This design comes from an exercise in tuning for a short achievable clock period and few clock cycles on the open sky130 flow, not from production work.
Only simulation tests tie the RTL to the original design; equivalence was not proved.
Power figures rest on the tool's default switching activity, not on a simulated workload.

==> flow/design.v <==
`default_nettype none
package rv_pkg;
    localparam int XLEN       = 32;
    localparam int REG_ADDR_W = 5;
    localparam int NUM_REGS   = 32;
    localparam logic [6:0] OPC_OP_IMM = 7'b0010011;
    localparam logic [6:0] OPC_STORE  = 7'b0100011;
    localparam logic [6:0] OPC_LOAD   = 7'b0000011;
    localparam logic [6:0] OPC_LUI    = 7'b0110111;
    localparam logic [6:0] OPC_AUIPC  = 7'b0010111;
    localparam logic [6:0] OPC_JAL    = 7'b1101111;
    localparam logic [6:0] OPC_JALR   = 7'b1100111;
    localparam logic [2:0] F3_ADDI = 3'b000;
    localparam logic [2:0] F3_SW   = 3'b010;
    localparam logic [2:0] F3_LW   = 3'b010;
    localparam logic [2:0] F3_JALR = 3'b000;
    localparam logic [7:0] WMASK_WORD = 8'b0000_1111;
endpackage
`default_nettype wire
`timescale 1ns/1ps
`default_nettype none
import rv_pkg::*;
module rv_pc_hi
(
    input  wire logic [XLEN-1:0] pc_i,
    output logic      [XLEN-1:0] pc4_o,
    output logic      [24:0]     inc_o,
    output logic      [24:0]     dec_o
);
    assign pc4_o = pc_i + 32'd4;
    assign inc_o = pc_i[31:7] + 25'd1;
    assign dec_o = pc_i[31:7] - 25'd1;
endmodule
module rv_addc
#(
    parameter int W = 6
) (
    input  wire logic [W-1:0] a_i,
    input  wire logic [W-1:0] b_i,
    input  wire logic         cin_i,
    output logic      [W:0]   s_o
);
    assign s_o = {1'b0, a_i} + {1'b0, b_i} + {{W{1'b0}}, cin_i};
endmodule
module rv_jal
(
    input  wire logic [XLEN-1:0] inst_i,
    input  wire logic [XLEN-1:0] pc_i,
    output logic      [6:0]      lo_o,
    output logic                 c7_o       
);
    logic [3:0] s_a;
    logic [3:0] s_b0;
    logic [3:0] s_b1;
    rv_addc #(.W(3)) i_a (
        .a_i   (pc_i[3:1]),
        .b_i   (inst_i[23:21]),
        .cin_i (1'b0),
        .s_o   (s_a)
    );
    rv_addc #(.W(3)) i_b0 (
        .a_i   (pc_i[6:4]),
        .b_i   (inst_i[26:24]),
        .cin_i (1'b0),
        .s_o   (s_b0)
    );
    rv_addc #(.W(3)) i_b1 (
        .a_i   (pc_i[6:4]),
        .b_i   (inst_i[26:24]),
        .cin_i (1'b1),
        .s_o   (s_b1)
    );
    assign lo_o = {(s_a[3] ? s_b1[2:0] : s_b0[2:0]), s_a[2:0], pc_i[0]};
    assign c7_o = s_a[3] ? s_b1[3] : s_b0[3];
endmodule
module rv_fsel
(
    input  wire logic [XLEN-1:0] inst_i,
    input  wire logic            x_valid_i,
    input  wire logic            x_addi_i,
    input  wire logic            x_wrx_i,     
    input  wire logic            lc_valid_i,  
    input  wire logic [4:0]      lc_rd_i,
    input  wire logic            x_lw_i,
    input  wire logic            x_jalr_i,    
    input  wire logic            x_jlong_i,   
    input  wire logic [4:0]      x_rd_i,
    output logic                 jal_go_o,    
    output logic                 take_sum_o,  
    output logic                 take_jt_o,   
    output logic                 hold_o,      
    output logic                 seq_o,       
    output logic                 jalr_now_o,  
    output logic                 take_rf_o,   
    output logic                 jal_short_o,
    output logic                 redirect_o   
);
    logic [6:0] opcode;
    logic [2:0] funct3;
    logic [4:0] rs1, rs2;
    logic       jal, jalr, use1, sw;
    logic       x_rd_nz;
    logic       xw_rs1;
    logic       imm0;
    assign opcode  = inst_i[6:0];
    assign funct3  = inst_i[14:12];
    assign rs1     = inst_i[19:15];
    assign rs2     = inst_i[24:20];
    assign x_rd_nz = (x_rd_i != 5'd0);
    assign jal  = (opcode == OPC_JAL);
    assign jalr = (opcode == OPC_JALR) && (funct3 == F3_JALR);
    assign sw   = (opcode == OPC_STORE) && (funct3 == F3_SW);
    assign use1 = ((opcode == OPC_OP_IMM) && (funct3 == F3_ADDI)) || jalr ||
                  ((opcode == OPC_LOAD) && (funct3 == F3_LW)) || sw;
    assign jal_short_o = (inst_i[19:12] == {8{inst_i[31]}}) && (inst_i[20] == inst_i[31]) &&
                         (inst_i[30:26] == {5{inst_i[31]}});
    assign xw_rs1 = x_valid_i && x_rd_nz && (rs1 == x_rd_i);
    assign imm0   = (inst_i[31:20] == 12'd0);
    assign redirect_o = x_valid_i && (x_jalr_i || x_jlong_i);
    assign hold_o     = x_valid_i && x_lw_i && x_rd_nz &&
                        ((use1 && (rs1 == x_rd_i)) || (sw && (rs2 == x_rd_i)));
    assign jalr_now_o = jalr && imm0 && xw_rs1 && x_addi_i;
    assign take_rf_o  = jalr && imm0 && !redirect_o && lc_valid_i && (rs1 == lc_rd_i) &&
                        !(xw_rs1 && (x_wrx_i || x_lw_i));
    assign take_sum_o = (x_valid_i && x_jalr_i) || jalr_now_o;
    assign take_jt_o  = x_valid_i && x_jlong_i;
    assign jal_go_o   = jal && jal_short_o && !redirect_o;
    assign seq_o      = !redirect_o && !(jal && jal_short_o) && !hold_o &&
                        !(jalr && imm0 && ((xw_rs1 && x_addi_i) ||
                                           (lc_valid_i && (rs1 == lc_rd_i) &&
                                            !(xw_rs1 && (x_wrx_i || x_lw_i)))));
endmodule
module rv_pc_reg
#(
    parameter logic [XLEN-1:0] RESET_PC = '0
) (
    input  wire logic            clk_i,
    input  wire logic            rst_n_i,
    input  wire logic            jal_go_i,
    input  wire logic [6:0]      jal_lo_i,
    input  wire logic            jal_c7_i,
    input  wire logic            jal_neg_i,   
    input  wire logic [24:0]     hi_inc_i,
    input  wire logic [24:0]     hi_dec_i,
    input  wire logic            take_sum_i,
    input  wire logic [XLEN-1:0] sum_i,
    input  wire logic            take_jt_i,
    input  wire logic [XLEN-1:0] jt_i,
    input  wire logic            take_rf_i,
    input  wire logic [XLEN-1:0] rf_i,
    input  wire logic            hold_i,
    input  wire logic            seq_i,
    input  wire logic [XLEN-1:0] pc4_i,
    output logic      [XLEN-1:0] pc_next_o,
    output logic      [XLEN-1:0] pc_o
);
    logic [XLEN-1:0] other;
    logic [24:0]     hi_c1;
    logic [24:0]     hi_c0;
    logic [24:0]     hi;
    assign other = ({XLEN{take_sum_i}} & {sum_i[XLEN-1:1], 1'b0}) |
                   ({XLEN{take_jt_i}}  & jt_i) |
                   ({XLEN{take_rf_i}}  & {rf_i[XLEN-1:1], 1'b0}) |
                   ({XLEN{hold_i}}     & pc_o) |
                   ({XLEN{seq_i}}      & pc4_i);
    assign hi_c1 = !jal_go_i ? other[31:7] : (jal_neg_i ? pc_o[31:7] : hi_inc_i);
    assign hi_c0 = !jal_go_i ? other[31:7] : (jal_neg_i ? hi_dec_i : pc_o[31:7]);
    rv_mux2 #(.W(25)) i_hi (
        .a_i     (hi_c1),
        .b_i     (hi_c0),
        .sel_a_i (jal_c7_i),
        .y_o     (hi)
    );
    assign pc_next_o = {hi, jal_go_i ? jal_lo_i : other[6:0]};
    always_ff @(posedge clk_i or negedge rst_n_i) begin
        if (!rst_n_i) begin
            pc_o <= RESET_PC;
        end else begin
            pc_o <= pc_next_o;
        end
    end
endmodule
module rv_mux2
#(
    parameter int W = 32
) (
    input  wire logic [W-1:0] a_i,
    input  wire logic [W-1:0] b_i,
    input  wire logic         sel_a_i,
    output logic      [W-1:0] y_o
);
    assign y_o = sel_a_i ? a_i : b_i;
endmodule
module rv_pc_out
#(
    parameter logic [XLEN-1:0] RESET_PC = '0
) (
    input  wire logic            clk_i,
    input  wire logic            rst_n_i,
    input  wire logic [XLEN-1:0] pc_next_i,
    output logic      [XLEN-1:0] inst_addr_o
);
    always_ff @(posedge clk_i or negedge rst_n_i) begin
        if (!rst_n_i) begin
            inst_addr_o <= RESET_PC;
        end else begin
            inst_addr_o <= pc_next_i;
        end
    end
endmodule
`default_nettype wire
`timescale 1ns/1ps
`default_nettype none
import rv_pkg::*;
module rv_idu
(
    input  wire logic [XLEN-1:0]     inst_i,
    output logic                     addi_o,
    output logic                     lui_o,
    output logic                     auipc_o,
    output logic                     jal_o,
    output logic                     jalr_o,
    output logic                     lw_o,
    output logic                     sw_o,
    output logic                     wrx_o,      
    output logic                     use1_o,     
    output logic                     imm0_o,     
    output logic [NUM_REGS-1:0]      rs1_oh_o,
    output logic [NUM_REGS-1:0]      rs2_oh_o,
    output logic [NUM_REGS-1:0]      rd_oh_o,
    output logic [XLEN-1:0]          imm_a_o     
);
    logic [6:0] opcode;
    logic [2:0] funct3;
    logic [4:0] rs1, rs2, rd;
    assign opcode = inst_i[6:0];
    assign funct3 = inst_i[14:12];
    assign rs1    = inst_i[19:15];
    assign rs2    = inst_i[24:20];
    assign rd     = inst_i[11:7];
    assign addi_o  = (opcode == OPC_OP_IMM) && (funct3 == F3_ADDI);
    assign lui_o   = (opcode == OPC_LUI);
    assign auipc_o = (opcode == OPC_AUIPC);
    assign jal_o   = (opcode == OPC_JAL);
    assign jalr_o  = (opcode == OPC_JALR) && (funct3 == F3_JALR);
    assign lw_o    = (opcode == OPC_LOAD) && (funct3 == F3_LW);
    assign sw_o    = (opcode == OPC_STORE) && (funct3 == F3_SW);
    assign wrx_o   = addi_o | lui_o | auipc_o | jal_o | jalr_o;
    assign use1_o  = addi_o | jalr_o | lw_o | sw_o;
    assign imm0_o  = (inst_i[31:20] == 12'd0);
    always_comb begin
        rs1_oh_o = '0;
        rs2_oh_o = '0;
        rd_oh_o  = '0;
        for (int i = 1; i < NUM_REGS; i++) begin
            rs1_oh_o[i] = (rs1 == i);
            rs2_oh_o[i] = (rs2 == i);
            rd_oh_o[i]  = (rd == i);
        end
    end
    assign imm_a_o = {{(XLEN-12){inst_i[31]}}, inst_i[31:25],
                      sw_o ? inst_i[11:7] : inst_i[24:20]};
endmodule
`default_nettype wire
`timescale 1ns/1ps
`default_nettype none
import rv_pkg::*;
module rv_regfile
(
    input  wire logic                  clk_i,
    input  wire logic                  rst_n_i,
    input  wire logic [NUM_REGS-1:0]   rsel1_i,
    input  wire logic [NUM_REGS-1:0]   rsel2_i,
    output logic      [4*XLEN-1:0]     rpart1_o,
    output logic      [4*XLEN-1:0]     rpart2_o,
    input  wire logic [NUM_REGS-1:0]   wsel_i,
    input  wire logic [XLEN-1:0]       wdata_i
);
    logic [XLEN-1:0] regs [1:NUM_REGS-1];
    for (genvar i = 1; i < NUM_REGS; i++) begin : g_reg
        always_ff @(posedge clk_i or negedge rst_n_i) begin
            if (!rst_n_i) begin
                regs[i] <= '0;
            end else if (wsel_i[i]) begin
                regs[i] <= wdata_i;
            end
        end
    end
    always_comb begin
        rpart1_o = '0;
        rpart2_o = '0;
        for (int i = 1; i < NUM_REGS; i++) begin
            rpart1_o[(i/8)*XLEN +: XLEN] = rpart1_o[(i/8)*XLEN +: XLEN] |
                                           (regs[i] & {XLEN{rsel1_i[i]}});
            rpart2_o[(i/8)*XLEN +: XLEN] = rpart2_o[(i/8)*XLEN +: XLEN] |
                                           (regs[i] & {XLEN{rsel2_i[i]}});
        end
    end
endmodule
`default_nettype wire
`timescale 1ns/1ps
`default_nettype none
import rv_pkg::*;
module rv_add32
(
    input  wire logic [XLEN-1:0] a_i,
    input  wire logic [XLEN-1:0] b_i,
    output logic      [XLEN-1:0] s_o
);
    assign s_o = a_i + b_i;
endmodule
module rv_exu
(
    input  wire logic [XLEN-1:0] rs1_data_i,
    input  wire logic [XLEN-1:0] imm_a_i,
    input  wire logic [XLEN-1:0] inst_i,
    input  wire logic [XLEN-1:0] pc_i,
    input  wire logic [XLEN-1:0] pc4_i,
    input  wire logic            addi_i,
    input  wire logic            lui_i,
    input  wire logic            auipc_i,
    output logic      [XLEN-1:0] sum_o,
    output logic      [XLEN-1:0] wdata_o
);
    logic [XLEN-1:0] imm_u;
    logic [XLEN-1:0] alt;
    rv_add32 i_add (
        .a_i (rs1_data_i),
        .b_i (imm_a_i),
        .s_o (sum_o)
    );
    assign imm_u = {inst_i[31:12], 12'b0};
    always_comb begin
        if (lui_i) begin
            alt = imm_u;
        end else if (auipc_i) begin
            alt = pc_i + imm_u;
        end else begin
            alt = pc4_i;
        end
    end
    assign wdata_o = addi_i ? sum_o : alt;
endmodule
`default_nettype wire
`default_nettype none
module rv_mport
(
    input  wire logic            clk_i,
    input  wire logic            rst_n_i,
    input  wire logic            store_i,
    input  wire logic [XLEN-1:0] addr_i,
    input  wire logic [XLEN-1:0] data_i,
    output logic                 mem_wen_o,
    output logic      [XLEN-1:0] mem_waddr_o,
    output logic      [XLEN-1:0] mem_wdata_o,
    output logic      [7:0]      mem_wmask_o
);
    always_ff @(posedge clk_i or negedge rst_n_i) begin
        if (!rst_n_i) begin
            mem_wen_o <= 1'b0;
        end else begin
            mem_wen_o <= store_i;
        end
    end
    always_ff @(posedge clk_i) begin
        mem_waddr_o <= addr_i;
        mem_wdata_o <= data_i;
    end
    for (genvar b = 0; b < 8; b++) begin : g_mask
        if (WMASK_WORD[b]) begin : g_on
            rv_mask_bit i_bit (
                .clk_i   (clk_i),
                .rst_n_i (rst_n_i),
                .d_i     (store_i),
                .q_o     (mem_wmask_o[b])
            );
        end else begin : g_off
            assign mem_wmask_o[b] = 1'b0;
        end
    end
endmodule
module rv_mask_bit
(
    input  wire logic clk_i,
    input  wire logic rst_n_i,
    input  wire logic d_i,
    output logic      q_o
);
    always_ff @(posedge clk_i or negedge rst_n_i) begin
        if (!rst_n_i) begin
            q_o <= 1'b0;
        end else begin
            q_o <= d_i;
        end
    end
endmodule
`default_nettype wire
`timescale 1ns/1ps
`default_nettype none
import rv_pkg::*;
module rv_core_top
#(
    parameter logic [XLEN-1:0] RESET_PC = '0
) (
    input  wire logic            clk_i,
    input  wire logic            rst_n_i,
    output logic      [XLEN-1:0] inst_addr_o,
    input  wire logic [XLEN-1:0] inst_i,
    output logic                 mem_wen_o,
    output logic      [XLEN-1:0] mem_waddr_o,
    output logic      [XLEN-1:0] mem_wdata_o,
    output logic      [7:0]      mem_wmask_o,
    output logic      [XLEN-1:0] mem_raddr_o,
    input  wire logic [XLEN-1:0] mem_rdata_i
);
    logic [XLEN-1:0]     pc;
    logic [XLEN-1:0]     pc4;
    logic                f_addi, f_lui, f_auipc, f_jal, f_jalr, f_lw, f_sw, f_wrx;
    logic                f_use1, f_imm0;
    logic [NUM_REGS-1:0] f_rs1_oh, f_rs2_oh, f_rd_oh;
    logic [XLEN-1:0]     f_imm_a;
    logic [4:0]          f_rs1, f_rs2;
    logic                hazard;
    logic                f_jalr_now;
    logic                take_sum;
    logic                take_jt;
    logic                jal_go;
    logic [24:0]         hi_inc, hi_dec;
    logic [6:0]          jal_lo;
    logic                jal_c7;
    logic [XLEN-1:0]     pc_next;
    logic                f_seq;
    logic                take_rf;
    logic                f_jal_short;
    logic [NUM_REGS-1:0] f_mask;
    logic                lc_valid;
    logic [4:0]          lc_rd;
    logic [XLEN-1:0]     lc_val;
    logic                x_link;
    logic [4*XLEN-1:0]   f_rpart1, f_rpart2;
    logic                x_valid;
    logic [XLEN-1:0]     x_inst;
    logic [XLEN-1:0]     x_pc;
    logic [XLEN-1:0]     x_pc4;
    logic                x_addi, x_lui, x_auipc, x_jalr, x_lw, x_sw, x_wrx;
    logic [NUM_REGS-1:0] x_rd_oh;
    logic [4:0]          x_rd;
    logic [4*XLEN-1:0]   x_rp1, x_rp2;
    logic [XLEN-1:0]     x_xb1, x_xb2, x_sb1, x_sb2;
    logic                f_hx1, f_hx2, f_hs1, f_hs2;
    logic                x_jlong;
    logic [XLEN-1:0]     x_jt;
    logic [XLEN-1:0]     x_imm_a;
    logic [XLEN-1:0]     rs1_data;
    logic [XLEN-1:0]     rs2_data;
    logic [XLEN-1:0]     x_sum;
    logic [XLEN-1:0]     x_wdata;
    logic                x_wr;
    logic                redirect;
    logic                w_wen;
    logic [XLEN-1:0]     w_data;
    logic [NUM_REGS-1:0] w_rd_oh;
    logic                m_load;
    logic [XLEN-1:0]     m_raddr;
    logic [NUM_REGS-1:0] s2_wsel;
    logic [XLEN-1:0]     s2_wdata;
    logic [4:0]          w_rd;
    logic                s2_wr;
    assign f_rs1       = inst_i[19:15];
    assign f_rs2       = inst_i[24:20];
    rv_idu i_rv_idu (
        .inst_i   (inst_i),
        .addi_o   (f_addi),
        .lui_o    (f_lui),
        .auipc_o  (f_auipc),
        .jal_o    (f_jal),
        .jalr_o   (f_jalr),
        .lw_o     (f_lw),
        .sw_o     (f_sw),
        .wrx_o    (f_wrx),
        .use1_o   (f_use1),
        .imm0_o   (f_imm0),
        .rs1_oh_o (f_rs1_oh),
        .rs2_oh_o (f_rs2_oh),
        .rd_oh_o  (f_rd_oh),
        .imm_a_o  (f_imm_a)
    );
    rv_fsel i_rv_fsel (
        .inst_i      (inst_i),
        .x_valid_i   (x_valid),
        .x_addi_i    (x_addi),
        .x_wrx_i     (x_wrx),
        .lc_valid_i  (lc_valid),
        .lc_rd_i     (lc_rd),
        .x_lw_i      (x_lw),
        .x_jalr_i    (x_jalr),
        .x_jlong_i   (x_jlong),
        .x_rd_i      (x_rd),
        .jal_go_o    (jal_go),
        .take_sum_o  (take_sum),
        .take_jt_o   (take_jt),
        .hold_o      (hazard),
        .seq_o       (f_seq),
        .jalr_now_o  (f_jalr_now),
        .take_rf_o   (take_rf),
        .jal_short_o (f_jal_short),
        .redirect_o  (redirect)
    );
    rv_pc_hi i_rv_pc_hi (
        .pc_i  (pc),
        .pc4_o (pc4),
        .inc_o (hi_inc),
        .dec_o (hi_dec)
    );
    rv_jal i_rv_jal (
        .inst_i   (inst_i),
        .pc_i     (pc),
        .lo_o     (jal_lo),
        .c7_o     (jal_c7)
    );
    rv_pc_reg #(
        .RESET_PC (RESET_PC)
    ) i_rv_pc_reg (
        .clk_i        (clk_i),
        .rst_n_i      (rst_n_i),
        .jal_go_i     (jal_go),
        .jal_lo_i     (jal_lo),
        .jal_c7_i     (jal_c7),
        .jal_neg_i    (inst_i[31]),
        .hi_inc_i     (hi_inc),
        .hi_dec_i     (hi_dec),
        .take_sum_i   (take_sum),
        .sum_i        (x_sum),
        .take_jt_i    (take_jt),
        .jt_i         (x_jt),
        .take_rf_i    (take_rf),
        .rf_i         (lc_val),
        .hold_i       (hazard),
        .seq_i        (f_seq),
        .pc4_i        (pc4),
        .pc_next_o    (pc_next),
        .pc_o         (pc)
    );
    rv_pc_out #(
        .RESET_PC (RESET_PC)
    ) i_rv_pc_out (
        .clk_i       (clk_i),
        .rst_n_i     (rst_n_i),
        .pc_next_i   (pc_next),
        .inst_addr_o (inst_addr_o)
    );
    always_ff @(posedge clk_i or negedge rst_n_i) begin
        if (!rst_n_i) begin
            x_valid <= 1'b0;
        end else begin
            x_valid <= !redirect && !hazard;
        end
    end
    always_ff @(posedge clk_i) begin
        x_inst  <= inst_i;
        x_pc    <= pc;
        x_pc4   <= pc4;
        x_addi  <= f_addi;
        x_lui   <= f_lui;
        x_auipc <= f_auipc;
        x_jalr  <= f_jalr && !f_jalr_now && !take_rf;
        x_link  <= f_jal || f_jalr;
        x_lw    <= f_lw;
        x_sw    <= f_sw;
        x_wrx   <= f_wrx;
        x_rd_oh <= f_rd_oh;
        x_rd    <= inst_i[11:7];
        x_imm_a <= f_imm_a;
        x_jlong <= f_jal && !f_jal_short;
    end
    assign x_wr   = x_valid && x_wrx;
    assign s2_wr  = w_wen || m_load;
    assign f_hx1  = x_wr && (x_rd != 5'd0) && (f_rs1 == x_rd);
    assign f_hx2  = x_wr && (x_rd != 5'd0) && (f_rs2 == x_rd);
    assign f_hs1  = s2_wr && (w_rd != 5'd0) && (f_rs1 == w_rd) &&
                    !(x_wr && (x_rd != 5'd0) && (f_rs1 == x_rd));
    assign f_hs2  = s2_wr && (w_rd != 5'd0) && (f_rs2 == w_rd) &&
                    !(x_wr && (x_rd != 5'd0) && (f_rs2 == x_rd));
    assign f_mask = ~s2_wsel & ~(x_wr ? x_rd_oh : '0);
    always_ff @(posedge clk_i) begin
        x_rp1 <= f_rpart1;
        x_rp2 <= f_rpart2;
        x_xb1 <= x_wdata & {XLEN{f_hx1}};
        x_xb2 <= x_wdata & {XLEN{f_hx2}};
        x_sb1 <= s2_wdata & {XLEN{f_hs1}};
        x_sb2 <= s2_wdata & {XLEN{f_hs2}};
    end
    always_ff @(posedge clk_i or negedge rst_n_i) begin
        if (!rst_n_i) begin
            lc_valid <= 1'b0;
        end else if (x_wr && (x_rd != 5'd0) && x_link) begin
            lc_valid <= 1'b1;
        end else if (x_valid && (x_wrx || x_lw) && (x_rd == lc_rd)) begin
            lc_valid <= 1'b0;
        end
    end
    always_ff @(posedge clk_i) begin
        if (x_wr && (x_rd != 5'd0) && x_link) begin
            lc_rd  <= x_rd;
            lc_val <= x_pc4;
        end
    end
    assign x_jt = x_pc + {{(XLEN-20){x_inst[31]}}, x_inst[19:12], x_inst[20],
                          x_inst[30:21], 1'b0};
    assign s2_wsel    = w_rd_oh & {NUM_REGS{s2_wr}};
    assign s2_wdata   = m_load ? mem_rdata_i : w_data;
    rv_regfile i_rv_regfile (
        .clk_i    (clk_i),
        .rst_n_i  (rst_n_i),
        .rsel1_i  (f_rs1_oh & f_mask),
        .rsel2_i  (f_rs2_oh & f_mask),
        .rpart1_o (f_rpart1),
        .rpart2_o (f_rpart2),
        .wsel_i   (s2_wsel),
        .wdata_i  (s2_wdata)
    );
    assign rs1_data = x_rp1[0 +: XLEN] | x_rp1[XLEN +: XLEN] | x_rp1[2*XLEN +: XLEN] |
                      x_rp1[3*XLEN +: XLEN] | x_xb1 | x_sb1;
    assign rs2_data = x_rp2[0 +: XLEN] | x_rp2[XLEN +: XLEN] | x_rp2[2*XLEN +: XLEN] |
                      x_rp2[3*XLEN +: XLEN] | x_xb2 | x_sb2;
    rv_exu i_rv_exu (
        .rs1_data_i (rs1_data),
        .imm_a_i    (x_imm_a),
        .inst_i     (x_inst),
        .pc_i       (x_pc),
        .pc4_i      (x_pc4),
        .addi_i     (x_addi),
        .lui_i      (x_lui),
        .auipc_i    (x_auipc),
        .sum_o      (x_sum),
        .wdata_o    (x_wdata)
    );
    always_ff @(posedge clk_i or negedge rst_n_i) begin
        if (!rst_n_i) begin
            w_wen   <= 1'b0;
            m_load  <= 1'b0;
        end else begin
            w_wen   <= x_wr;
            m_load  <= x_valid && x_lw;
        end
    end
    always_ff @(posedge clk_i) begin
        w_data  <= x_wdata;
        w_rd_oh <= x_rd_oh;
        w_rd    <= x_rd;
        m_raddr <= x_sum;
    end
    assign mem_raddr_o = m_raddr;
    rv_mport i_rv_mport (
        .clk_i       (clk_i),
        .rst_n_i     (rst_n_i),
        .store_i     (x_valid && x_sw),
        .addr_i      (x_sum),
        .data_i      (rs2_data),
        .mem_wen_o   (mem_wen_o),
        .mem_waddr_o (mem_waddr_o),
        .mem_wdata_o (mem_wdata_o),
        .mem_wmask_o (mem_wmask_o)
    );
endmodule
`default_nettype wire
==> flow/flow/run.sh <==
#!/bin/bash
# Own layout flow: the standard ORFS flow (standard.sh), with
#  - the platform's don't-use cells plus the 4-input OR/NOR cells
#    (dont_use.txt), which are slow on long wires; the registers that
#    synthesis makes are unchanged;
#  - port buffers of a plain buffer cell (buf_4) that repair may resize.
# The SDC, clock period, I/O delays and loads are the standard flow's, unchanged.
# Each make run writes its full output to a log file here; ORFS's per-step
# logs are under orfs/logs.
set -euo pipefail
DONT_USE="DONT_USE_CELLS=$(cat flow/dont_use.txt)"
KNOBS=(
  SETUP_SLACK_MARGIN=9.3
  TNS_END_PERCENT=100
  MATCH_CELL_FOOTPRINT=0
  "BUFFER_PORTS_ARGS=-buffer_cell sky130_fd_sc_hd__buf_4"
)
bash standard.sh "$DONT_USE" synth > std_synth.log 2>&1
bash standard.sh "$DONT_USE" "${KNOBS[@]}" finish > std_finish.log 2>&1
==> flow/flow/dont_use.txt <==
sky130_fd_sc_hd__probe_p_8 sky130_fd_sc_hd__probec_p_8 sky130_fd_sc_hd__lpflow_bleeder_1 sky130_fd_sc_hd__lpflow_clkbufkapwr_1 sky130_fd_sc_hd__lpflow_clkbufkapwr_16 sky130_fd_sc_hd__lpflow_clkbufkapwr_2 sky130_fd_sc_hd__lpflow_clkbufkapwr_4 sky130_fd_sc_hd__lpflow_clkbufkapwr_8 sky130_fd_sc_hd__lpflow_clkinvkapwr_1 sky130_fd_sc_hd__lpflow_clkinvkapwr_16 sky130_fd_sc_hd__lpflow_clkinvkapwr_2 sky130_fd_sc_hd__lpflow_clkinvkapwr_4 sky130_fd_sc_hd__lpflow_clkinvkapwr_8 sky130_fd_sc_hd__lpflow_decapkapwr_12 sky130_fd_sc_hd__lpflow_decapkapwr_3 sky130_fd_sc_hd__lpflow_decapkapwr_4 sky130_fd_sc_hd__lpflow_decapkapwr_6 sky130_fd_sc_hd__lpflow_decapkapwr_8 sky130_fd_sc_hd__lpflow_inputiso0n_1 sky130_fd_sc_hd__lpflow_inputiso0p_1 sky130_fd_sc_hd__lpflow_inputiso1n_1 sky130_fd_sc_hd__lpflow_inputiso1p_1 sky130_fd_sc_hd__lpflow_inputisolatch_1 sky130_fd_sc_hd__lpflow_isobufsrc_1 sky130_fd_sc_hd__lpflow_isobufsrc_16 sky130_fd_sc_hd__lpflow_isobufsrc_2 sky130_fd_sc_hd__lpflow_isobufsrc_4 sky130_fd_sc_hd__lpflow_isobufsrc_8 sky130_fd_sc_hd__lpflow_isobufsrckapwr_16 sky130_fd_sc_hd__lpflow_lsbuf_lh_hl_isowell_tap_1 sky130_fd_sc_hd__lpflow_lsbuf_lh_hl_isowell_tap_2 sky130_fd_sc_hd__lpflow_lsbuf_lh_hl_isowell_tap_4 sky130_fd_sc_hd__lpflow_lsbuf_lh_isowell_4 sky130_fd_sc_hd__lpflow_lsbuf_lh_isowell_tap_1 sky130_fd_sc_hd__lpflow_lsbuf_lh_isowell_tap_2 sky130_fd_sc_hd__lpflow_lsbuf_lh_isowell_tap_4 sky130_fd_sc_hd__or4_1 sky130_fd_sc_hd__or4_2 sky130_fd_sc_hd__or4_4 sky130_fd_sc_hd__or4b_1 sky130_fd_sc_hd__or4b_2 sky130_fd_sc_hd__or4b_4 sky130_fd_sc_hd__or4bb_1 sky130_fd_sc_hd__or4bb_2 sky130_fd_sc_hd__or4bb_4 sky130_fd_sc_hd__nor4_1 sky130_fd_sc_hd__nor4_2 sky130_fd_sc_hd__nor4_4 sky130_fd_sc_hd__nor4b_1 sky130_fd_sc_hd__nor4b_2 sky130_fd_sc_hd__nor4b_4 sky130_fd_sc_hd__nor4bb_1 sky130_fd_sc_hd__nor4bb_2 sky130_fd_sc_hd__nor4bb_4
==> flow/standard.sh <==
#!/bin/bash
# synth_recipe.tcl (not shown) runs the flow's synth.tcl, then flattens the netlist and writes it again
# the make line also repeats each setting of config.mk as NAME=value (left out here)
make -C /OpenROAD-flow-scripts/flow DESIGN_CONFIG=/design/flow/config.mk WORK_HOME=/design/flow/orfs CLKGATE_MAP_FILE= SYNTH_SCRIPT=/design/flow/synth_recipe.tcl "${@:-finish}"
==> flow/config.mk <==
export PLATFORM = sky130hd
export DESIGN_NAME = rv_core_top
export DESIGN_NICKNAME = rv_core_top
export VERILOG_FILES = /design/flow/design.v
export SDC_FILE = /design/flow/constraint.sdc
export NUM_CORES = 8
export LEC_CHECK = 0
export ABC_CLOCK_PERIOD_IN_PS = 3500
export CAP_MARGIN = 20
export CORE_MARGIN = 2
export CORE_UTILIZATION = 40
export SLEW_MARGIN = 20
export SYNTH_HIERARCHICAL = 1
==> flow/constraint.sdc <==
create_clock -name core_clock -period 13.0 [get_ports {clk_i}]
set_input_delay 2.6000 -clock core_clock [delete_from_list [all_inputs] [get_ports {clk_i}]]
set_output_delay 2.6000 -clock core_clock [all_outputs]
set_load 0.01 [all_outputs]
==> results of run 1 <==
==> power breakdown <==
| group | switching (uW) | internal (uW) | total [uW] |
|---|---|---|---|
| Combinational | 1650 | 921 | 2570 |
| Sequential | 334 | 5900 | 6230 |
| Clock | 2320 | 3060 | 5380 |
==> cell type report <==
class	instances	area share (%)
Clock inverter	59	0.714
Sequential cell	1810	46.0
Multi-Input combinational cell	4300	38.5
Inverter	82	0.370
Timing Repair Buffer	388	4.78
Tap cell	2640	3.62
Clock buffer	288	6.02
Antenna cell	5	0.0137
Timing Repair inverter	1	0.00822
==> state kept, by name (all words and copies together), names as in the netlist, 5 cells and up <==
signal and flops:
i_rv_mport.mem_waddr_o 32, i_rv_mport.mem_wdata_o 32, i_rv_pc_out.inst_addr_o 32, i_rv_pc_reg.pc_o 32, i_rv_regfile.regs 992, lc_rd 5
lc_val 31, m_raddr 32, w_data 32, w_rd 5, w_rd_oh 31, x_imm_a 32
x_inst 21, x_pc 32, x_pc4 32, x_rd_oh 31, x_rp1 128, x_rp2 128
x_sb1 32, x_sb2 32, x_xb1 32, x_xb2 32
==> per-stage QoR <==
| step | cell area, sq um | setup WS, ns | power, uW |
|---|---|---|---|
| 6_report | 91400 | 8.83 | 14200 |
| 5_1_grt | 91400 | 8.79 | 14700 |
| 4_1_cts | 89900 | 8.88 | 14100 |
| 3_5_place_dp | 81700 | 7.79 | 8590 |
| 3_3_place_gp | 81700 | 7.83 | 8560 |
| 2_1_floorplan | 79800 | 8.55 | 7740 |
==> layer usage <==
metal | track usage [%] | part of all wire (%) | up-vias | routed length (microns)
li1 | - | - | 24954 | -
met1 | 35.4 | 40 | 30086 | 115000
met2 | 42.1 | 44 | 3178 | 128000
met3 | 6.40 | 9.2 | 902 | 26400
met4 | 16.3 | 6.6 | 6 | 19000
met5 | 0 | 0.014 | - | 39
==> final timing paths <==
check / startpoint / end / slack [ns] / depth (start not counted)
worst max register to register: x_xb1[26]$_DFF_P_ / i_rv_pc_reg.pc_o[30]$_DFF_PN0_ / 9.23 / 14
worst max-delay path: inst_i[13] / i_rv_pc_out.inst_addr_o[8]$_DFF_PN0_ / 8.83 / 11
min in group asynchronous: rst_n_i / i_rv_regfile.regs[14][15]$_DFFE_PN0P_ / 1.80 / 1
worst min register to register: x_rd_oh[27]$_DFF_P_ / w_rd_oh[27]$_DFF_P_ / 0.35 / 0
max in group asynchronous: rst_n_i / i_rv_regfile.regs[2][25]$_DFFE_PN0P_ / 9.54 / 3
worst min-delay path: x_rd_oh[27]$_DFF_P_ / w_rd_oh[27]$_DFF_P_ / 0.35 / 0
==> critical path, stage by stage <==
cell	delay [ns]
buf_4	0.17
nor2_2	0.10
nand4_1	0.30
nor3_4	0.33
buf_6	0.14
nand3_4	0.17
and4_4	0.35
a22oi_2	0.18
and3_4	0.21
a21oi_2	0.03
mux2_4	0.29
==> repair_timing <==
| item | 4_1_cts | 5_1_grt |
|---|---|---|
| endpoints found under the setup margin | 1102 | 1049 |
| pin swaps | 76 | 47 |
| resized for setup | 417 | 236 |
| cloned | 10 | 6 |
| buffers inserted | 36 | 24 |
==> results.cfg, run 1 <==
[sta]
rsz0062_at_grt = true
drv_slew = 0
tns_ns = 0
min_period_over_period_pct = 32.1
hold_viol = 0
fmax_mhz = 240
finalSetupViolations = 0
worst_pin_slew_ns = 1.21
fin_crit_ns = 4.17
clock-skew-final_ns = 0.0284
holdWs_ns = 0.351
maxSlewHeadroom_pct = 18.5

[setup_path]
end_kind = register
worstSetupPathType = in -> reg
path_max_fanout = 12
required_ns = 13.72
cp-start-kind = input port
worstPathArrival_ns = 4.89

[layout]
fin_util_pct = 46.3
layout_commonest_cell = dfrtp_1
final_cell_mix = dfrtp_1, a22oi_1, mux2_2
num-nets-final = 6931
area_growth_pct = 14.9
fill_cells = 17983
drive_above_1_share_pct = 29.8
seq_area_sq_um = 42000
instances_no_fill = 9573
multi_input_area_sq_um = 35100

[die]
num_rows = 163
ios = 203
dieArea_sq_um = 202000
die_h_microns = 450
die_x_microns = 450
initial_core_util_pct = 40.3
core_sq_um = 197000

[cts]
cts_tree = built
clk-insertion-delay-late_ns = 0.85
path_clk_slew_ns = 0.06
cts_max_level = 4
postCtsHoldBufs = 0
clk_path_buf_depth = 3
root_buffer = clkbuf_16
cts_inserted_buffers = 183
clkSinkCount = 1810

[placement]
portBuffers = 198
dpl.hpwl_mm = 172
placedCellCount = 9139
gp_congestion = 0.926

[global_route]
grt_pass1_vias = 58144
grtUsageTotal_pct = 27.5
antenna_found_initial = 17
overflow = 0
grt_max_degree = 127
grt_pass1_wl_mm = 410

[synthesis]
synth_cells = 6767
yosys_warnings = 15
synth_area_sq_um = 79500
syn_area_per_cell_sq_um = 11.7

[routing]
drt_iter0_drc = 6305
drc = 0
wl_mm = 288
vias_per_cell = 6.18
dr.pass1.iters = 9
post_drt_wl_per_cell_microns = 30.1
vias = 59126
ant_nets = 0

[hold_path]
hold_class = reg -> reg

[power]
p_per_area_nw_per_um2 = 155
ir_drop_uv = 114
power.leakage_uw = 0.0401

[status]
outcome = finished clean

[run]
cap_viol_max_count = 0
Testbench counts, summed over its fixed seeds: cycles 39,094.
==> inputs of run 2 (changes only) <==
--- a/flow/design.v
+++ b/flow/design.v
@@ -132,7 +132,9 @@
 endmodule
 module rv_pc_reg
 #(
-    parameter logic [XLEN-1:0] RESET_PC = '0
+    parameter logic [XLEN-1:0] RESET_PC = '0,
+    parameter int              LSB      = 0,
+    parameter int              W        = 8
 ) (
     input  wire logic            clk_i,
     input  wire logic            rst_n_i,
@@ -151,30 +153,36 @@
     input  wire logic            hold_i,
     input  wire logic            seq_i,
     input  wire logic [XLEN-1:0] pc4_i,
-    output logic      [XLEN-1:0] pc_next_o,
-    output logic      [XLEN-1:0] pc_o
+    output logic      [W-1:0]    pc_next_o,
+    output logic      [W-1:0]    pc_o
 );
-    logic [XLEN-1:0] other;
-    logic [24:0]     hi_c1;
-    logic [24:0]     hi_c0;
-    logic [24:0]     hi;
-    assign other = ({XLEN{take_sum_i}} & {sum_i[XLEN-1:1], 1'b0}) |
-                   ({XLEN{take_jt_i}}  & jt_i) |
-                   ({XLEN{take_rf_i}}  & {rf_i[XLEN-1:1], 1'b0}) |
-                   ({XLEN{hold_i}}     & pc_o) |
-                   ({XLEN{seq_i}}      & pc4_i);
-    assign hi_c1 = !jal_go_i ? other[31:7] : (jal_neg_i ? pc_o[31:7] : hi_inc_i);
-    assign hi_c0 = !jal_go_i ? other[31:7] : (jal_neg_i ? hi_dec_i : pc_o[31:7]);
-    rv_mux2 #(.W(25)) i_hi (
-        .a_i     (hi_c1),
-        .b_i     (hi_c0),
+    logic [W-1:0] c1;
+    logic [W-1:0] c0;
+    for (genvar k = 0; k < W; k++) begin : g_bit
+        localparam int B = LSB + k;
+        logic other;
+        assign other = (take_sum_i && (B != 0) && sum_i[B]) ||
+                       (take_jt_i  && jt_i[B]) ||
+                       (take_rf_i  && (B != 0) && rf_i[B]) ||
+                       (hold_i     && pc_o[k]) ||
+                       (seq_i      && pc4_i[B]);
+        if (B < 7) begin : g_lo
+            assign c1[k] = jal_go_i ? jal_lo_i[B] : other;
+            assign c0[k] = c1[k];
+        end else begin : g_hi
+            assign c1[k] = !jal_go_i ? other : (jal_neg_i ? pc_o[k] : hi_inc_i[B-7]);
+            assign c0[k] = !jal_go_i ? other : (jal_neg_i ? hi_dec_i[B-7] : pc_o[k]);
+        end
+    end
+    rv_mux2 #(.W(W)) i_c7 (
+        .a_i     (c1),
+        .b_i     (c0),
         .sel_a_i (jal_c7_i),
-        .y_o     (hi)
+        .y_o     (pc_next_o)
     );
-    assign pc_next_o = {hi, jal_go_i ? jal_lo_i : other[6:0]};
     always_ff @(posedge clk_i or negedge rst_n_i) begin
         if (!rst_n_i) begin
-            pc_o <= RESET_PC;
+            pc_o <= RESET_PC[LSB +: W];
         end else begin
             pc_o <= pc_next_o;
         end
@@ -518,29 +526,55 @@
         .lo_o     (jal_lo),
         .c7_o     (jal_c7)
     );
-    rv_pc_reg #(
-        .RESET_PC (RESET_PC)
-    ) i_rv_pc_reg (
-        .clk_i        (clk_i),
-        .rst_n_i      (rst_n_i),
-        .jal_go_i     (jal_go),
-        .jal_lo_i     (jal_lo),
-        .jal_c7_i     (jal_c7),
-        .jal_neg_i    (inst_i[31]),
-        .hi_inc_i     (hi_inc),
-        .hi_dec_i     (hi_dec),
-        .take_sum_i   (take_sum),
-        .sum_i        (x_sum),
-        .take_jt_i    (take_jt),
-        .jt_i         (x_jt),
-        .take_rf_i    (take_rf),
-        .rf_i         (lc_val),
-        .hold_i       (hazard),
-        .seq_i        (f_seq),
-        .pc4_i        (pc4),
-        .pc_next_o    (pc_next),
-        .pc_o         (pc)
-    );
+    for (genvar g = 0; g < 4; g++) begin : g_pc
+        logic s_jal_go, s_take_sum, s_take_jt, s_hold, s_seq, s_take_rf;
+        rv_fsel i_rv_fsel (
+            .inst_i      (inst_i),
+            .x_valid_i   (x_valid),
+            .x_addi_i    (x_addi),
+            .x_wrx_i     (x_wrx),
+            .lc_valid_i  (lc_valid),
+            .lc_rd_i     (lc_rd),
+            .x_lw_i      (x_lw),
+            .x_jalr_i    (x_jalr),
+            .x_jlong_i   (x_jlong),
+            .x_rd_i      (x_rd),
+            .jal_go_o    (s_jal_go),
+            .take_sum_o  (s_take_sum),
+            .take_jt_o   (s_take_jt),
+            .hold_o      (s_hold),
+            .seq_o       (s_seq),
+            .jalr_now_o  (),
+            .take_rf_o   (s_take_rf),
+            .jal_short_o (),
+            .redirect_o  ()
+        );
+        rv_pc_reg #(
+            .RESET_PC (RESET_PC),
+            .LSB      (8 * g),
+            .W        (8)
+        ) i_rv_pc_reg (
+            .clk_i        (clk_i),
+            .rst_n_i      (rst_n_i),
+            .jal_go_i     (s_jal_go),
+            .jal_lo_i     (jal_lo),
+            .jal_c7_i     (jal_c7),
+            .jal_neg_i    (inst_i[31]),
+            .hi_inc_i     (hi_inc),
+            .hi_dec_i     (hi_dec),
+            .take_sum_i   (s_take_sum),
+            .sum_i        (x_sum),
+            .take_jt_i    (s_take_jt),
+            .jt_i         (x_jt),
+            .take_rf_i    (s_take_rf),
+            .rf_i         (lc_val),
+            .hold_i       (s_hold),
+            .seq_i        (s_seq),
+            .pc4_i        (pc4),
+            .pc_next_o    (pc_next[8*g +: 8]),
+            .pc_o         (pc[8*g +: 8])
+        );
+    end
     rv_pc_out #(
         .RESET_PC (RESET_PC)
     ) i_rv_pc_out (
--- a/flow/config.mk
+++ b/flow/config.mk
@@ -8,6 +8,6 @@
 export ABC_CLOCK_PERIOD_IN_PS = 3500
 export CAP_MARGIN = 20
 export CORE_MARGIN = 2
-export CORE_UTILIZATION = 40
+export CORE_UTILIZATION = 55
 export SLEW_MARGIN = 20
 export SYNTH_HIERARCHICAL = 1
==> run 2 against run 1 <==
- combinational power rose by 3%
- via count is 5.5% higher
- critical endpoint is now g_pc[0].i_rv_pc_reg.pc_o[6]$_DFF_PN0_
- setup slack worse by 0.021 ns
- first-iteration DRC count rose by 4.2%
- cell count decreased by 3.5%
==> results.cfg, run 2 <==
[sta]
drv_slew = 0
hold_viol = 0
rsz0062_at_grt = true
fmax_mhz = 239
worst_pin_slew_ns = 1.16
clock-skew-final_ns = 0.0710
fin_crit_ns = 4.19
min_period_over_period_pct = 32.2
tns_ns = 0
maxSlewHeadroom_pct = 22.3
finalSetupViolations = 0

[cts]
clkSinkCount = 1810
path_clk_slew_ns = 0.06
clk-insertion-delay-late_ns = 0.85
cts_max_level = 4
root_buffer = clkbuf_16
cts_tree = built
clk_path_buf_depth = 3
cts_inserted_buffers = 185

[routing]
ant_nets = 0
wl_mm = 301
dr.pass1.iters = 9
drc = 0
vias = 62355
post_drt_wl_per_cell_microns = 32.6
drt_iter0_drc = 6567
vias_per_cell = 6.75

[setup_path]
worstPathArrival_ns = 4.86
max_stage_delay_ns = 0.42
cp-start-kind = input port
path_max_fanout = 7
critPathBufInv = 2
crit_slowest_cell = a222oi_1
worstSetupPathType = in -> reg
critPathTopFamily = compound AO/OA/AOI/OAI gates
end_kind = register
crit_top_cell = buf_12
crit_chain = buf_12, buf_12, nand4b_4, or2_4, a2111oi_4, o21bai_1, and4_4, a222oi_1, a21oi_1, mux2_4
required_ns = 13.67

[layout]
reg_top3 = i_rv_regfile.regs (992), x_rp1 (128), x_rp2 (128)
layout_commonest_cell = dfrtp_1
num-nets-final = 7307
instances_no_fill = 9234
largest_register_ff_count = 992
final_cell_mix = dfrtp_1, a22oi_1, mux2_2
drive_above_1_share_pct = 30.5
area_growth_pct = 15.2
largest-register = i_rv_regfile.regs

[global_route]
grtUsageTotal_pct = 38.6
overflow = 0
grt_pass1_vias = 60220
antenna_found_initial = 9
grt_pass1_wl_mm = 424
grt_max_degree = 163

[die]
initial_core_util_pct = 55.3
ios = 203
die_h_microns = 389
core_sq_um = 147000
num_rows = 141
dieArea_sq_um = 151000
die_x_microns = 389

[placement]
placedCellCount = 8752
portBuffers = 198
gp_congestion = 0.942
dpl.hpwl_mm = 179

[power]
power.leakage_uw = 0.0413
ir_drop_uv = 143
p_per_area_nw_per_um2 = 155

[run]
cap_viol_max_count = 0

[hold_path]
hold_class = reg -> reg

[synthesis]
synth_cells = 7090
synth_area_sq_um = 81600
syn_area_per_cell_sq_um = 11.5
yosys_warnings = 18

[status]
outcome = finished clean
-- run 2: cell type report --
type	count	area, sq um
fill	11670	53500
timing repair buffer	437	4930
tap	1930	2410
antenna	4	10.0
clock inverter	78	1090
inverter	95	383
multi-input combinational	4609	37700
clock buffer	271	5410
sequential	1810	42100
-- run 2: power breakdown --
part	internal [uW]	switching [uW]
sequential	5900	345
combinational	1030	1610
clock	3290	2350
total	10200	4300
-- run 2: repair_timing --
action / CTS / global route
gates resized for setup: 504 / 213
gates cloned: 13 / 11
hold buffers: 0 / 0
setup buffers: 45 / 49
endpoints found under the setup margin: 935 / 910
pin swaps: 82 / 81
-- run 2: metal layers --
layer	GRT usage, %	wire (microns)	vias up
li1	-	-	26257
met1	51.8	121000	31601
met2	57.4	131000	3530
met3	10.1	30200	963
met4	20.3	18800	4
met5	0.0319	61	-
-- run 2: per-stage QoR --
stage / hold slack [ns] / setup WS [ns] / power [uW] / util [%] / instance area (sq um)
floorplan: 0.331 / 8.50 / 7770 / - / 81900
global placement: 0.336 / 7.65 / 8620 / 56.3 / 83000
detailed placement: 0.338 / 7.57 / 8640 / 56.3 / 83100
CTS: 0.350 / 8.93 / 14400 / 62.5 / 92100
global route: 0.357 / 8.79 / 15000 / 63.7 / 94000
finish: 0.350 / 8.81 / 14500 / 63.7 / 94000
-- run 2: worst paths after layout --
check | slack (ns) | startpoint | to | cells past startpoint
max | 8.81 | inst_i[4] | g_pc[0].i_rv_pc_reg.pc_o[6]$_DFF_PN0_ | 10
min | 0.35 | x_rd_oh[11]$_DFF_P_ | w_rd_oh[11]$_DFF_P_ | 0
min reg2reg | 0.35 | x_rd_oh[11]$_DFF_P_ | w_rd_oh[11]$_DFF_P_ | 0
min in group asynchronous | 1.61 | rst_n_i | i_rv_regfile.regs[10][12]$_DFFE_PN0P_ | 1
max reg2reg | 9.18 | x_rp1[68]$_DFF_P_ | g_pc[3].i_rv_pc_reg.pc_o[7]$_DFF_PN0_ | 14
max in group asynchronous | 9.66 | rst_n_i | i_rv_regfile.regs[19][7]$_DFFE_PN0P_ | 4
-- run 2: worst register-to-register path, delay by kind of cell (launching register included) --
kind	cells	cell delay, ns
flip-flops	1	0.34
multiplexers	1	0.28
adder cells (fa/ha/maj)	1	0.38
AO/OA/AOI/OAI	9	1.97
AND/OR/NAND/NOR	3	0.73
Testbench counts of run 2, summed over its fixed seeds: cycles 39,094.
==> inputs of run 3 (changes only) <==
--- a/flow/design.v
+++ b/flow/design.v
@@ -46,12 +46,16 @@
 (
     input  wire logic [XLEN-1:0] inst_i,
     input  wire logic [XLEN-1:0] pc_i,
-    output logic      [6:0]      lo_o,
-    output logic                 c7_o       
+    input  wire logic [24:0]     hi_inc_i,
+    input  wire logic [24:0]     hi_dec_i,
+    output logic      [XLEN-1:0] target_o
 );
-    logic [3:0] s_a;
-    logic [3:0] s_b0;
-    logic [3:0] s_b1;
+    logic [3:0]  s_a;
+    logic [3:0]  s_b0;
+    logic [3:0]  s_b1;
+    logic        c7;
+    logic [24:0] hi_c1;
+    logic [24:0] hi_c0;
     rv_addc #(.W(3)) i_a (
         .a_i   (pc_i[3:1]),
         .b_i   (inst_i[23:21]),
@@ -70,8 +74,11 @@
         .cin_i (1'b1),
         .s_o   (s_b1)
     );
-    assign lo_o = {(s_a[3] ? s_b1[2:0] : s_b0[2:0]), s_a[2:0], pc_i[0]};
-    assign c7_o = s_a[3] ? s_b1[3] : s_b0[3];
+    assign c7 = s_a[3] ? s_b1[3] : s_b0[3];
+    assign hi_c1 = inst_i[31] ? pc_i[31:7] : hi_inc_i;
+    assign hi_c0 = inst_i[31] ? hi_dec_i : pc_i[31:7];
+    assign target_o = {(c7 ? hi_c1 : hi_c0),
+                       (s_a[3] ? s_b1[2:0] : s_b0[2:0]), s_a[2:0], pc_i[0]};
 endmodule
 module rv_fsel
 (
@@ -139,11 +146,7 @@
     input  wire logic            clk_i,
     input  wire logic            rst_n_i,
     input  wire logic            jal_go_i,
-    input  wire logic [6:0]      jal_lo_i,
-    input  wire logic            jal_c7_i,
-    input  wire logic            jal_neg_i,   
-    input  wire logic [24:0]     hi_inc_i,
-    input  wire logic [24:0]     hi_dec_i,
+    input  wire logic [XLEN-1:0] jal_i,
     input  wire logic            take_sum_i,
     input  wire logic [XLEN-1:0] sum_i,
     input  wire logic            take_jt_i,
@@ -156,30 +159,15 @@
     output logic      [W-1:0]    pc_next_o,
     output logic      [W-1:0]    pc_o
 );
-    logic [W-1:0] c1;
-    logic [W-1:0] c0;
     for (genvar k = 0; k < W; k++) begin : g_bit
         localparam int B = LSB + k;
-        logic other;
-        assign other = (take_sum_i && (B != 0) && sum_i[B]) ||
-                       (take_jt_i  && jt_i[B]) ||
-                       (take_rf_i  && (B != 0) && rf_i[B]) ||
-                       (hold_i     && pc_o[k]) ||
-                       (seq_i      && pc4_i[B]);
-        if (B < 7) begin : g_lo
-            assign c1[k] = jal_go_i ? jal_lo_i[B] : other;
-            assign c0[k] = c1[k];
-        end else begin : g_hi
-            assign c1[k] = !jal_go_i ? other : (jal_neg_i ? pc_o[k] : hi_inc_i[B-7]);
-            assign c0[k] = !jal_go_i ? other : (jal_neg_i ? hi_dec_i[B-7] : pc_o[k]);
-        end
+        assign pc_next_o[k] = (jal_go_i   && jal_i[B]) ||
+                              (take_sum_i && (B != 0) && sum_i[B]) ||
+                              (take_jt_i  && jt_i[B]) ||
+                              (take_rf_i  && (B != 0) && rf_i[B]) ||
+                              (hold_i     && pc_o[k]) ||
+                              (seq_i      && pc4_i[B]);
     end
-    rv_mux2 #(.W(W)) i_c7 (
-        .a_i     (c1),
-        .b_i     (c0),
-        .sel_a_i (jal_c7_i),
-        .y_o     (pc_next_o)
-    );
     always_ff @(posedge clk_i or negedge rst_n_i) begin
         if (!rst_n_i) begin
             pc_o <= RESET_PC[LSB +: W];
@@ -434,8 +422,7 @@
     logic                take_jt;
     logic                jal_go;
     logic [24:0]         hi_inc, hi_dec;
-    logic [6:0]          jal_lo;
-    logic                jal_c7;
+    logic [XLEN-1:0]     jal_target;
     logic [XLEN-1:0]     pc_next;
     logic                f_seq;
     logic                take_rf;
@@ -523,8 +510,9 @@
     rv_jal i_rv_jal (
         .inst_i   (inst_i),
         .pc_i     (pc),
-        .lo_o     (jal_lo),
-        .c7_o     (jal_c7)
+        .hi_inc_i (hi_inc),
+        .hi_dec_i (hi_dec),
+        .target_o (jal_target)
     );
     for (genvar g = 0; g < 4; g++) begin : g_pc
         logic s_jal_go, s_take_sum, s_take_jt, s_hold, s_seq, s_take_rf;
@@ -557,11 +545,7 @@
             .clk_i        (clk_i),
             .rst_n_i      (rst_n_i),
             .jal_go_i     (s_jal_go),
-            .jal_lo_i     (jal_lo),
-            .jal_c7_i     (jal_c7),
-            .jal_neg_i    (inst_i[31]),
-            .hi_inc_i     (hi_inc),
-            .hi_dec_i     (hi_dec),
+            .jal_i        (jal_target),
             .take_sum_i   (s_take_sum),
             .sum_i        (x_sum),
             .take_jt_i    (s_take_jt),
==> run 3 against run 2 <==
- still clean on timing, DRC and antenna
- first-iteration DRC count up 7.2%
- clock-buffer cell count rose by 18
- fmax increased by 3.4%
- wire length is 0.22% higher
- area after synthesis is 0.53% lower
- setup slack improved by 0.14 ns
- non-clock buffer count fell by 28
- total power decreased by 3.7%
- clock power is 0.7% lower
- largest power group unchanged
- highest routed layer unchanged
==> results.cfg, run 3 <==
[run]
cap_viol_max_count = 0

[hold_path]
whs_endpoint = w_rd_oh[2]$_DFF_P_
hold_class = reg -> reg
hold_start = x_rd_oh[2]$_DFF_P_
holdPathStages = 0

[sta]
fin_crit_ns = 4.05
maxSlewHeadroom_pct = 20.1
rsz0062_at_grt = true
worst_pin_slew_ns = 1.20
hold_viol = 0
drv_slew = 0
tns_ns = 0
min_period_over_period_pct = 31.2
fmax_mhz = 247
finalSetupViolations = 0
clock-skew-final_ns = 0.0494

[cts]
cts_inserted_buffers = 187
root_buffer = clkbuf_16
path_clk_slew_ns = 0.06
clk_path_buf_depth = 3
clk-insertion-delay-late_ns = 0.83
cts_max_level = 4
cts_tree = built
clkSinkCount = 1810

[synthesis]
syn_area_per_cell_sq_um = 11.5
synth_cells = 7039
yosys_warnings = 18
synth_area_sq_um = 81200

[setup_path]
reg2reg_to = x_xb1[31]$_DFF_P_
crit_chain = buf_16, ha_4, nand2_4, o21ai_4, mux2i_4, buf_12, buf_12, clkbuf_16, mux2i_1, mux2i_1, a22oi_1, nand3_1
reg2reg_slack_ns = 9.33
max_stage_delay_ns = 0.30
path_max_fanout = 12
r2r_start = x_rp1[67]$_DFF_P_
required_ns = 13.66
crit_slowest_cell = ha_4
worstSetupPathType = in -> reg
end_kind = register
reg2regPathDepth = 13
cp-start-kind = input port
worstPathArrival_ns = 4.71

[routing]
ant_nets = 0
vias = 61707
post_drt_wl_per_cell_microns = 33.0
wl_mm = 302
drt_iter0_drc = 7041
dr.pass1.iters = 9
vias_per_cell = 6.74
drc = 0

[global_route]
grt_pass1_wl_mm = 423
overflow = 0
grt_max_degree = 112
grtUsageTotal_pct = 38.4
grt_pass1_vias = 59424
antenna_found_initial = 21

[die]
core_sq_um = 146000
dieArea_sq_um = 151000
die_h_microns = 388
initial_core_util_pct = 55.6
ios = 203
die_x_microns = 388
num_rows = 140

[power]
power.leakage_uw = 0.0409
p_per_area_nw_per_um2 = 151
p_total_uw = 14000
ir_drop_uv = 122

[layout]
layout_commonest_cell = dfrtp_1
num-nets-final = 7230
final_cell_mix = dfrtp_1, a22oi_1, mux2_2
largest_register_ff_count = 992
area_growth_pct = 14.0
drive_above_1_share_pct = 28.6
largest-register = i_rv_regfile.regs
fill_cells = 11662
reg_top3 = i_rv_regfile.regs (992), x_rp1 (128), x_rp2 (128)

[status]
outcome = finished clean

[placement]
gp_congestion = 0.963
dpl.hpwl_mm = 176
portBuffers = 198
## run 3: cell types whose count changed in the layout (fill, tap and decap cells not counted), moves of 12 or more
cell,previous run,this run
xnor2_1,172,188
a22oi_1,927,978
and3_4,23,0
buf_4,192,176
mux2i_1,106,122
a21oi_1,163,120
a21oi_2,50,15
mux2_4,37,7
and2_1,120,132
nand3_1,188,220
clkbuf_8,29,52
## run 3: area by class of cell
type,count,area [sq um],area share (%)
Sequential cell,1810,42100,45.5
Multi-Input combinational cell,4555,36600,39.5
Clock buffer,289,5630,6.08
Timing Repair Buffer,409,4550,4.92
Tap cell,1917,2400,2.59
Clock inverter,66,867,0.937
Inverter,96,387,0.418
Antenna cell,10,25.0,0.0271
Timing Repair inverter,2,15.0,0.0162
## run 3: critical path, delay by kind of cell
family | cells | cell delay, ns
AO/OA/AOI/OAI | 2 | 0.47
AND/OR/NAND/NOR | 2 | 0.21
buffers and inverters | 4 | 0.54
adder cells (fa/ha/maj) | 1 | 0.30
multiplexers | 3 | 0.56
## run 3: worst max-delay path by stage
| stage | from | endpoint | slack (ns) | cells after the start |
|---|---|---|---|---|
| 5_1_grt | inst_i[22] | i_rv_pc_out.inst_addr_o[20]$_DFF_PN0_ | 8.92 | 12 |
| 4_1_cts | i_rv_pc_out.inst_addr_o[3]$_DFF_PN0_ | inst_addr_o[3] | 8.96 | 1 |
| 3_3_place_gp | rst_n_i | i_rv_regfile.regs[27][24]$_DFFE_PN0P_ | 7.39 | 4 |
| 6_report | inst_i[23] | i_rv_pc_out.inst_addr_o[20]$_DFF_PN0_ | 8.95 | 12 |
| 3_5_place_dp | rst_n_i | i_rv_regfile.regs[27][24]$_DFFE_PN0P_ | 7.40 | 4 |
| 2_1_floorplan | inst_i[21] | g_pc[1].i_rv_pc_reg.pc_o[2]$_DFF_PN0_ | 8.59 | 9 |
## run 3: per-stage QoR
stage	instance area (sq um)	hold WS (ns)	worst slack, ns	util, %	instances
floorplan	81500	0.331	8.59	-	7043
global placement	82600	0.335	7.39	56.5	8690
detailed placement	82700	0.337	7.40	56.6	8695
CTS	91000	0.351	8.96	62.3	9075
global route	92500	0.357	8.92	63.3	9144
finish	92500	0.353	8.95	63.3	9154
## run 3: where the power goes
part           internal (uW)  switching [uW]
clock network           3240            2360
registers               5820             229
logic                    887            1440
## run 3: per-layer routing
metal  vias to the layer above  global-route usage [%]  share of wire (%)
li1                      26023                       -                  -
met1                     31287                    52.0                 40
met2                      3475                    57.9                 44
met3                       914                    9.71                 10
met4                         8                    18.0                5.7
met5                         -                       0              0.017
## run 3: repair_timing
action,4_1_cts,5_1_grt
buffers inserted,15,50
setup endpoints to repair,1194,889
gates cloned,10,14
hold buffers,0,0
pin swaps,18,57
gates resized for setup,411,202
Testbench counts of run 3, summed over its fixed seeds: cycles 39,094.
==> inputs of run 4 (changes only) <==
--- a/flow/design.v
+++ b/flow/design.v
@@ -422,7 +422,6 @@
     logic                take_jt;
     logic                jal_go;
     logic [24:0]         hi_inc, hi_dec;
-    logic [XLEN-1:0]     jal_target;
     logic [XLEN-1:0]     pc_next;
     logic                f_seq;
     logic                take_rf;
@@ -507,15 +506,16 @@
         .inc_o (hi_inc),
         .dec_o (hi_dec)
     );
-    rv_jal i_rv_jal (
-        .inst_i   (inst_i),
-        .pc_i     (pc),
-        .hi_inc_i (hi_inc),
-        .hi_dec_i (hi_dec),
-        .target_o (jal_target)
-    );
     for (genvar g = 0; g < 4; g++) begin : g_pc
         logic s_jal_go, s_take_sum, s_take_jt, s_hold, s_seq, s_take_rf;
+        logic [XLEN-1:0] s_jal_target;
+        rv_jal i_rv_jal (
+            .inst_i   (inst_i),
+            .pc_i     (pc),
+            .hi_inc_i (hi_inc),
+            .hi_dec_i (hi_dec),
+            .target_o (s_jal_target)
+        );
         rv_fsel i_rv_fsel (
             .inst_i      (inst_i),
             .x_valid_i   (x_valid),
@@ -545,7 +545,7 @@
             .clk_i        (clk_i),
             .rst_n_i      (rst_n_i),
             .jal_go_i     (s_jal_go),
-            .jal_i        (jal_target),
+            .jal_i        (s_jal_target),
             .take_sum_i   (s_take_sum),
             .sum_i        (x_sum),
             .take_jt_i    (s_take_jt),
==> run 4 against run 3 <==
- core utilization decreased by 0.33 points
- via count is 0.61% higher
- register-to-register slack got worse by 0.04 ns
- clock skew shrank 0.012 ns
- combinational power shrank 4%
- area after synthesis increased by 1.0%
- cell area grew 0.67%
- cell count is 0.82% higher
- sequential share of layout area is 0.30 points lower
- largest cell class unchanged
==> results.cfg, run 4 <==
[power]
p_seq_share_pct = 43.3
power.leakage_uw = 0.0412
ir_drop_uv = 137
p_per_area_nw_per_um2 = 151
sw_frac_of_total_pct = 28.7
intPower_uw = 9990
pwr-share-clk_pct = 40.8
p_sw_uw = 4020
combPwrFrac_pct = 15.8

[synthesis]
synth_cells = 7141
syn_area_per_cell_sq_um = 11.5
yosys_warnings = 18
synth_area_sq_um = 82000

[global_route]
antenna_found_initial = 17
grt_max_degree = 179
gr-max-usage-layer = met2
grt_util_met3_pct = 9.96
grt_pass1_vias = 59999
overflow = 0
grtUsageTotal_pct = 38.4
use_met1_pct = 51.9
use_met2_pct = 56.8
grt_pass1_wl_mm = 425

[cts]
cts_inserted_buffers = 189
path_clk_slew_ns = 0.06
clk_path_buf_depth = 3
clk-insertion-delay-late_ns = 0.85
clkSinkCount = 1810
postCtsHoldBufs = 0
cts_max_level = 4
root_buffer = clkbuf_16
cts_tree = built

[layout]
largest_register_ff_count = 992
drive_above_1_share_pct = 28.0
reg_top3 = i_rv_regfile.regs (992), x_rp1 (128), x_rp2 (128)
instances_no_fill = 9229
area_growth_pct = 13.6
layout_commonest_cell = dfrtp_1
final_cell_mix = dfrtp_1, a22oi_1, mux2_2
largest-register = i_rv_regfile.regs
num-nets-final = 7322

[status]
outcome = finished clean

[routing]
drt_iter0_drc = 6974
vias_per_cell = 6.73
vias = 62081
drc = 0
wl_mm = 298
ant_nets = 0
dr.pass1.iters = 10
post_drt_wl_per_cell_microns = 32.3

[setup_path]
worstPathArrival_ns = 1.45
path_max_fanout = 1
cp-start-kind = register
required_ns = 10.40
reg2reg_slack_ns = 9.29
critPathBufInv = 1
crit_chain = buf_6
worstSetupPathType = reg -> out
end_kind = output pin
critPathTopFamily = flip-flops
max_stage_delay_ns = 0.47
crit_slowest_cell = dfrtp_2

[placement]
portBuffers = 198
placedCellCount = 8790
dpl.hpwl_mm = 178
gp_congestion = 0.960

[die]
num_rows = 141
die_x_microns = 390
initial_core_util_pct = 55.5
core_sq_um = 148000
die_h_microns = 390
ios = 203
dieArea_sq_um = 152000

[sta]
rsz0062_at_grt = true
hold_viol = 0
maxSlewHeadroom_pct = 21.0
tns_ns = 0
clock-skew-final_ns = 0.0376
worst_pin_slew_ns = 1.18
fmax_mhz = 247
fin_crit_ns = 4.05
drv_slew = 0
min_period_over_period_pct = 31.1
finalSetupViolations = 0

[run]
cap_viol_max_count = 0

[hold_path]
hold_class = reg -> reg
run 4: final timing paths:
check / cells after the start / start / to
max in group asynchronous: 3 / rst_n_i / i_rv_regfile.regs[23][3]$_DFFE_PN0P_
setup / recovery: 1 / i_rv_pc_out.inst_addr_o[4]$_DFF_PN0_ / inst_addr_o[4]
min in group asynchronous: 1 / rst_n_i / i_rv_regfile.regs[3][9]$_DFFE_PN0P_
setup reg to reg: 14 / x_rp1[121]$_DFF_P_ / x_xb2[30]$_DFF_P_
hold reg to reg: 0 / x_rd_oh[2]$_DFF_P_ / w_rd_oh[2]$_DFF_P_
hold / removal: 0 / x_rd_oh[2]$_DFF_P_ / w_rd_oh[2]$_DFF_P_
run 4: repair_timing:
item,4_1_cts,5_1_grt
cloned,12,4
resized for setup,386,155
pin swaps,17,32
endpoints found under the setup margin,978,992
setup buffers,31,18
run 4: final cells by class:
type	instances	area, sq um
fillers	11831	54700
flip-flops and latches	1810	42100
multi-input cells	4619	37200
clock buffers	284	5590
repair buffers	383	4330
well taps	1930	2410
clock inverters	73	1040
inverters	123	518
diodes	7	17.5
run 4: through the flow:
stage	utilization [%]	hold slack, ns	cell area, sq um	total power (uW)	setup WS, ns
after CTS	62.3	0.350	92100	13900	8.94
after global placement	56.4	0.335	83400	8060	7.74
after detailed placement	56.5	0.337	83500	8100	7.72
final	63.0	0.351	93100	14000	8.95
after floorplan	-	0.331	82400	7420	8.74
after global routing	63.0	0.359	93100	14500	8.93
run 4: per-layer routing:
| metal | vias to the layer above | share of wire, % |
|---|---|---|
| li1 | 26234 | - |
| met1 | 31502 | 41 |
| met2 | 3449 | 43 |
| met3 | 884 | 10 |
| met4 | 12 | 6.1 |
| met5 | - | 0.026 |
run 4: power by group through the flow:
stage	Clock (uW)	Combinational (uW)	Sequential [uW]
6_report	5720	2220	6070
5_1_grt	6020	2370	6080
4_1_cts	5770	2110	6060
3_5_place_dp	0	1950	6150
3_3_place_gp	0	1910	6150
2_1_floorplan	0	1360	6060
Testbench counts of run 4, summed over its fixed seeds: cycles 39,094.

## what the ideal ports hide
In the flow no input, the clock included, has a driving cell. The finished layouts below were timed again as built, in two steps.
Step 1, drivers: a clkbuf_16 drives clk_i and a buf_2 each remaining input, both assumed.
Step 2 times the ports against the registers' clock, not the clock port: input delays grow and output delays shrink by t, the midpoint of the rising clock arrivals with the driver on.
a / b / c = ideal / step 1 / step 2; a / b = the first two.
run | t (ns) | setup WS [ns] | cell pins on the clock port's net
run 1 | 0.923 | 8.833 / 8.832 / 7.953 | 1
run 2 | 0.908 | 8.812 / 8.749 / 7.840 | 1
run 3 | 0.887 | 8.948 / 8.889 / 8.002 | 1
run 4 | 0.913 | 8.952 / 8.870 / 8.168 | 1
After both steps setup and hold are still met in every run listed. For run 2, which loses most, drivers alone change the setup slack by -0.063 ns; drivers and shift together by -0.972 ns.
